Background: an optimization exercise with open tools, aiming at small area and a short achievable clock period. Do not read the settings as production practice. RTL that was checked went through simulation tests only; none was proved equivalent to the original. Power and IR drop assume default switching activity.

// exec_top
module exec_top (
    input  logic                clk,
    input  logic                reset,
    input  logic                psel,
    input  logic                penable,
    input  logic                pwrite,
    input  exec_pkg::apb_addr_t paddr,
    input  exec_pkg::word_t     pwdata,
    output exec_pkg::word_t     prdata,
    output logic                pready,
    output logic                pslverr
);
    logic [31:0] a, b, s, d, imm;
    logic [21:0] cmd;
    logic [3:0]  flags;
    logic [31:0] res1, res2, op_y;
    logic        op_cin, op_shc;
    logic        wr_s, wr_b;
    logic        m_signed, m_acc_lo, m_acc_hi;
    logic [4:0]  sh_rr, sh_n5;
    logic        sh_pt, sh_rrx, sh_big, sh_gt32;
    logic [63:0] st_s, st_c;
    logic [31:0] f1_x, f1_y, f1_lo;
    logic        f1_cin, f1_shc;
    logic [31:0] f2_res1, f2_res2;
    logic [3:0]  f2_flags;
    apb_exec_regs regs_i (
        .clk      (clk),
        .reset    (reset),
        .psel     (psel),
        .penable  (penable),
        .pwrite   (pwrite),
        .paddr    (paddr),
        .pwdata   (pwdata),
        .f2_res1  (f2_res1),
        .f2_res2  (f2_res2),
        .f2_flags (f2_flags),
        .f1_x     (f1_x),
        .f1_y     (f1_y),
        .f1_lo    (f1_lo),
        .f1_cin   (f1_cin),
        .f1_shc   (f1_shc),
        .prdata   (prdata),
        .pready   (pready),
        .pslverr  (pslverr),
        .a        (a),
        .b        (b),
        .s        (s),
        .d        (d),
        .imm      (imm),
        .cmd      (cmd),
        .flags    (flags),
        .res1     (res1),
        .res2     (res2),
        .op_y     (op_y),
        .op_cin   (op_cin),
        .op_shc   (op_shc),
        .wr_s     (wr_s),
        .wr_b     (wr_b),
        .m_signed (m_signed),
        .m_acc_lo (m_acc_lo),
        .m_acc_hi (m_acc_hi),
        .sh_rr    (sh_rr),
        .sh_n5    (sh_n5),
        .sh_pt    (sh_pt),
        .sh_rrx   (sh_rrx),
        .sh_big   (sh_big),
        .sh_gt32  (sh_gt32)
    );
    mul_iter mul_i (
        .clk     (clk),
        .reset   (reset),
        .wr_s    (wr_s),
        .wr_b    (wr_b),
        .pw_s    (pwdata),
        .s       (s),
        .b       (b),
        .st_s    (st_s),
  ...
Size: ~490 flip-flops, about 79 I/O pins, about 0.048 mm^2 of cells after synthesis.
==> flow/config.mk <==
export PLATFORM = sky130hd
export DESIGN_NAME = exec_top
export DESIGN_NICKNAME = exec_top
export VERILOG_FILES = /design/flow/design.v
export SDC_FILE = /design/flow/constraint.sdc
export NUM_CORES = 4
export LEC_CHECK = 0
export ABC_AREA = 1
export CAP_MARGIN = 20
export CORE_MARGIN = 2
export CORE_UTILIZATION = 30
export PLACE_DENSITY = 0.5
export SLEW_MARGIN = 20
==> flow/constraint.sdc <==
create_clock -name core_clock -period 10.0 [get_ports {clk}]
set_input_delay 2.0000 -clock core_clock [delete_from_list [all_inputs] [get_ports {clk}]]
set_output_delay 2.0000 -clock core_clock [all_outputs]
set_load 0.01 [all_outputs]
standard.sh (not shown) runs the stock make flow with config.mk's settings and CLKGATE_MAP_FILE= SYNTH_SCRIPT=/design/flow/synth_recipe.tcl, a recipe that flattens the netlist after the stock synthesis.
==> flow/flow/run.sh <==
#!/bin/bash
set -o pipefail
export SETUP_SLACK_MARGIN=6.5
export BUFFER_PORTS_ARGS="-buffer_cell sky130_fd_sc_hd__buf_4"
bash standard.sh > standard.log 2>&1
Then changed:
Settings changed: ABC_AREA 1 to unset.
Outcome:
- sequential cell count does not change
- cell count came out lower by about 15%
- worst hold slack got worse by 0.054 ns
- clock-buffer cell count falls by 5
- non-clock buffer count goes up by 23
- worst setup slack degrades by 0.37 ns
- utilization grows by 0.42 points
- synthesized area is lower by 2.4%
- routed wire length falls by 7.5%
- final area shrinks by 1.3%
- total power decreases by 5.4%
No run of this note included a check of the RTL's function; only the layout flow was run.

* * *

Setup of run A:
Another version of the RTL of exec_top (not shown whole).
For scale: roughly 6300 cells after synthesis.
==> flow/config.mk <==
export PLATFORM = sky130hd
export DESIGN_NAME = exec_top
export DESIGN_NICKNAME = exec_top
export VERILOG_FILES = /design/flow/design.v
export SDC_FILE = /design/flow/constraint.sdc
export NUM_CORES = 4
export LEC_CHECK = 0
export ABC_AREA = 1
export CAP_MARGIN = 20
export CORE_MARGIN = 2
export CORE_UTILIZATION = 30
export PLACE_DENSITY = 0.5
export SLEW_MARGIN = 20
export TNS_END_PERCENT = 5
==> flow/constraint.sdc <==
create_clock -name core_clock -period 10.0 [get_ports {clk}]
set_input_delay 2.0000 -clock core_clock [delete_from_list [all_inputs] [get_ports {clk}]]
set_output_delay 2.0000 -clock core_clock [all_outputs]
set_load 0.01 [all_outputs]
Scripts as last shown in full above: flow/flow/run.sh
Relative to run A, the following input files were edited for run B:
# run A
export LEC_CHECK = 0
export ABC_AREA = 1
export CAP_MARGIN = 20
export CORE_MARGIN = 2
export CORE_UTILIZATION = 30
export PLACE_DENSITY = 0.5
export SLEW_MARGIN = 20
export TNS_END_PERCENT = 5
create_clock -name core_clock -period 10.0 [get_ports {clk}]
# run B
export LEC_CHECK = 0
export ABC_AREA = 1
export CAP_MARGIN = 20
export CORE_MARGIN = 2
export CORE_UTILIZATION = 40
export CTS_CLUSTER_DIAMETER = 80
export CTS_CLUSTER_SIZE = 20
export PLACE_DENSITY = 0.6
export SLEW_MARGIN = 20
export TNS_END_PERCENT = 5
create_clock -name core_clock -period 10.0 [get_ports {clk}]
### Flow results
- Run B ended with less count of cells along the worst register-to-register path than run A.
- Compared with run A, run B shows die area lower by 38000 um^2.
- In the metrics for run B and run A, the one carrying the lower final design area excluding fillers is run B.
Inputs modified between run B and run C:
# run B
export LEC_CHECK = 0
export ABC_AREA = 1
export CAP_MARGIN = 20
export CORE_MARGIN = 2
export CORE_UTILIZATION = 40
export CTS_CLUSTER_DIAMETER = 80
export CTS_CLUSTER_SIZE = 20
export PLACE_DENSITY = 0.6
export SLEW_MARGIN = 20
export TNS_END_PERCENT = 5
create_clock -name core_clock -period 10.0 [get_ports {clk}]
# run C
export LEC_CHECK = 0
export ABC_AREA = 1
export CAP_MARGIN = 20
export CORE_MARGIN = 2
export CORE_UTILIZATION = 30
export PLACE_DENSITY = 0.5
export SLEW_MARGIN = 20
export TNS_END_PERCENT = 5
create_clock -name core_clock -period 10.0 [get_ports {clk}]
==> flow/flow/run.sh <==
#!/bin/bash
set -o pipefail
export SETUP_SLACK_MARGIN=6.8
export BUFFER_PORTS_ARGS="-buffer_cell sky130_fd_sc_hd__buf_4"
bash standard.sh > standard.log 2>&1
Notes after the runs:
The flow did not stop early for run C: all stages ran, and the layout cleared the timing, DRC and antenna checks. Run C: area of the multi-input gates higher than run B. In run C, the clock power came out about 37% above the value in run B. Lower total number of cells along the worst setup path among run C and run B: run B. A library cell contributing the largest single delay on the critical path of a221oi_2 is what run C shows, while fa_1 belongs to run B.
Here is what was changed in the inputs of run D compared with run C.
# run C
export LEC_CHECK = 0
export ABC_AREA = 1
export CAP_MARGIN = 20
export CORE_MARGIN = 2
export CORE_UTILIZATION = 30
export PLACE_DENSITY = 0.5
export SLEW_MARGIN = 20
export TNS_END_PERCENT = 5
create_clock -name core_clock -period 10.0 [get_ports {clk}]
# run D
export LEC_CHECK = 0
export CAP_MARGIN = 20
export CORE_MARGIN = 2
export CORE_UTILIZATION = 30
export PLACE_DENSITY = 0.5
export SLEW_MARGIN = 20
create_clock -name core_clock -period 10.0 [get_ports {clk}]
==> flow/flow/run.sh <==
#!/bin/bash
set -o pipefail
export SETUP_SLACK_MARGIN=6.5
export BUFFER_PORTS_ARGS="-buffer_cell sky130_fd_sc_hd__buf_4"
bash standard.sh > standard.log 2>&1
==> summary.txt <==
Relative to run C, standard cell area after detailed placement decreased by about 2% in run D. Run comparison: run C category of the critical setup timing path input port to register; run D category of the critical setup timing path register to register. Total wire length after detailed routing (run D / run C): 0.916. Top fanout value on the critical path delta for run D relative to run C: 7 lower. For run D, the combinational family with the most area after synthesis was compound AO/OA/AOI/OAI gates, unlike run C, where it was simple AND/OR/NAND/NOR gates.
Changes in run E relative to run D:
# run D
export LEC_CHECK = 0
export CAP_MARGIN = 20
export CORE_MARGIN = 2
export CORE_UTILIZATION = 30
export PLACE_DENSITY = 0.5
export SLEW_MARGIN = 20
create_clock -name core_clock -period 10.0 [get_ports {clk}]
# run E
export LEC_CHECK = 0
export ABC_AREA = 1
export CAP_MARGIN = 20
export CORE_MARGIN = 2
export CORE_UTILIZATION = 40
export PLACE_DENSITY = 0.6
export SLEW_MARGIN = 20
export TNS_END_PERCENT = 5
create_clock -name core_clock -period 10.0 [get_ports {clk}]
### Flow results
Run D -> run E: post-CTS repair timing setup buffer count decreased by more than a quarter. Summary of the comparison: non-clock buffer count is lower in run E, relative to run D. Lower initial antenna violation count was reported by run D, not run E. Final critical path time including I/O delays and setup (run E over run D): decrease, 150 ps. Between run D and run E, critical path depth decreased. Looking at post-synthesis mux area share, run E sits 5.6 points lower than run D does.

==> re-timing with driven ports <==
In the flow no input, the clock included, has a driving cell. The finished layouts below were timed again as built, in two steps. Step 1, drivers: a clkbuf_16 drives clk and a buf_2 each remaining input, both assumed. Step 2 times the ports against the registers' clock, not the clock port: input delays grow and output delays shrink by t, the midpoint of the rising clock arrivals with the driver on. Three values: ideal ports, drivers, drivers and shift; two values: the first two.
run | shift t [ns] | setup WS [ns] | hold WS [ns]
the first run of note 1 | 0.750 | 6.422 / 6.427 / 5.677 | 0.512 / 0.512 / 0.512
the second run of note 1 | 0.776 | 6.053 / 6.053 / 5.359 | 0.458 / 0.458 / 0.458
run A | 0.775 | 6.299 / 6.299 / 5.624 | 0.516 / 0.516 / 0.516
run B | 0.724 | 6.299 / 6.299 / 5.668 | 0.494 / 0.494 / 0.494
run C | 0.740 | 6.393 / 6.412 / 5.691 | 0.513 / 0.513 / 0.513
run D | 0.761 | 6.105 / 6.105 / 5.756 | 0.464 / 0.464 / 0.464
run E | 0.766 | 6.259 / 6.305 / 5.539 | 0.497 / 0.497 / 0.497
After both steps every run listed still meets setup and hold. For the first run of note 1, which loses most, drivers alone change the setup slack by +0.005 ns; drivers and shift together by -0.745 ns.
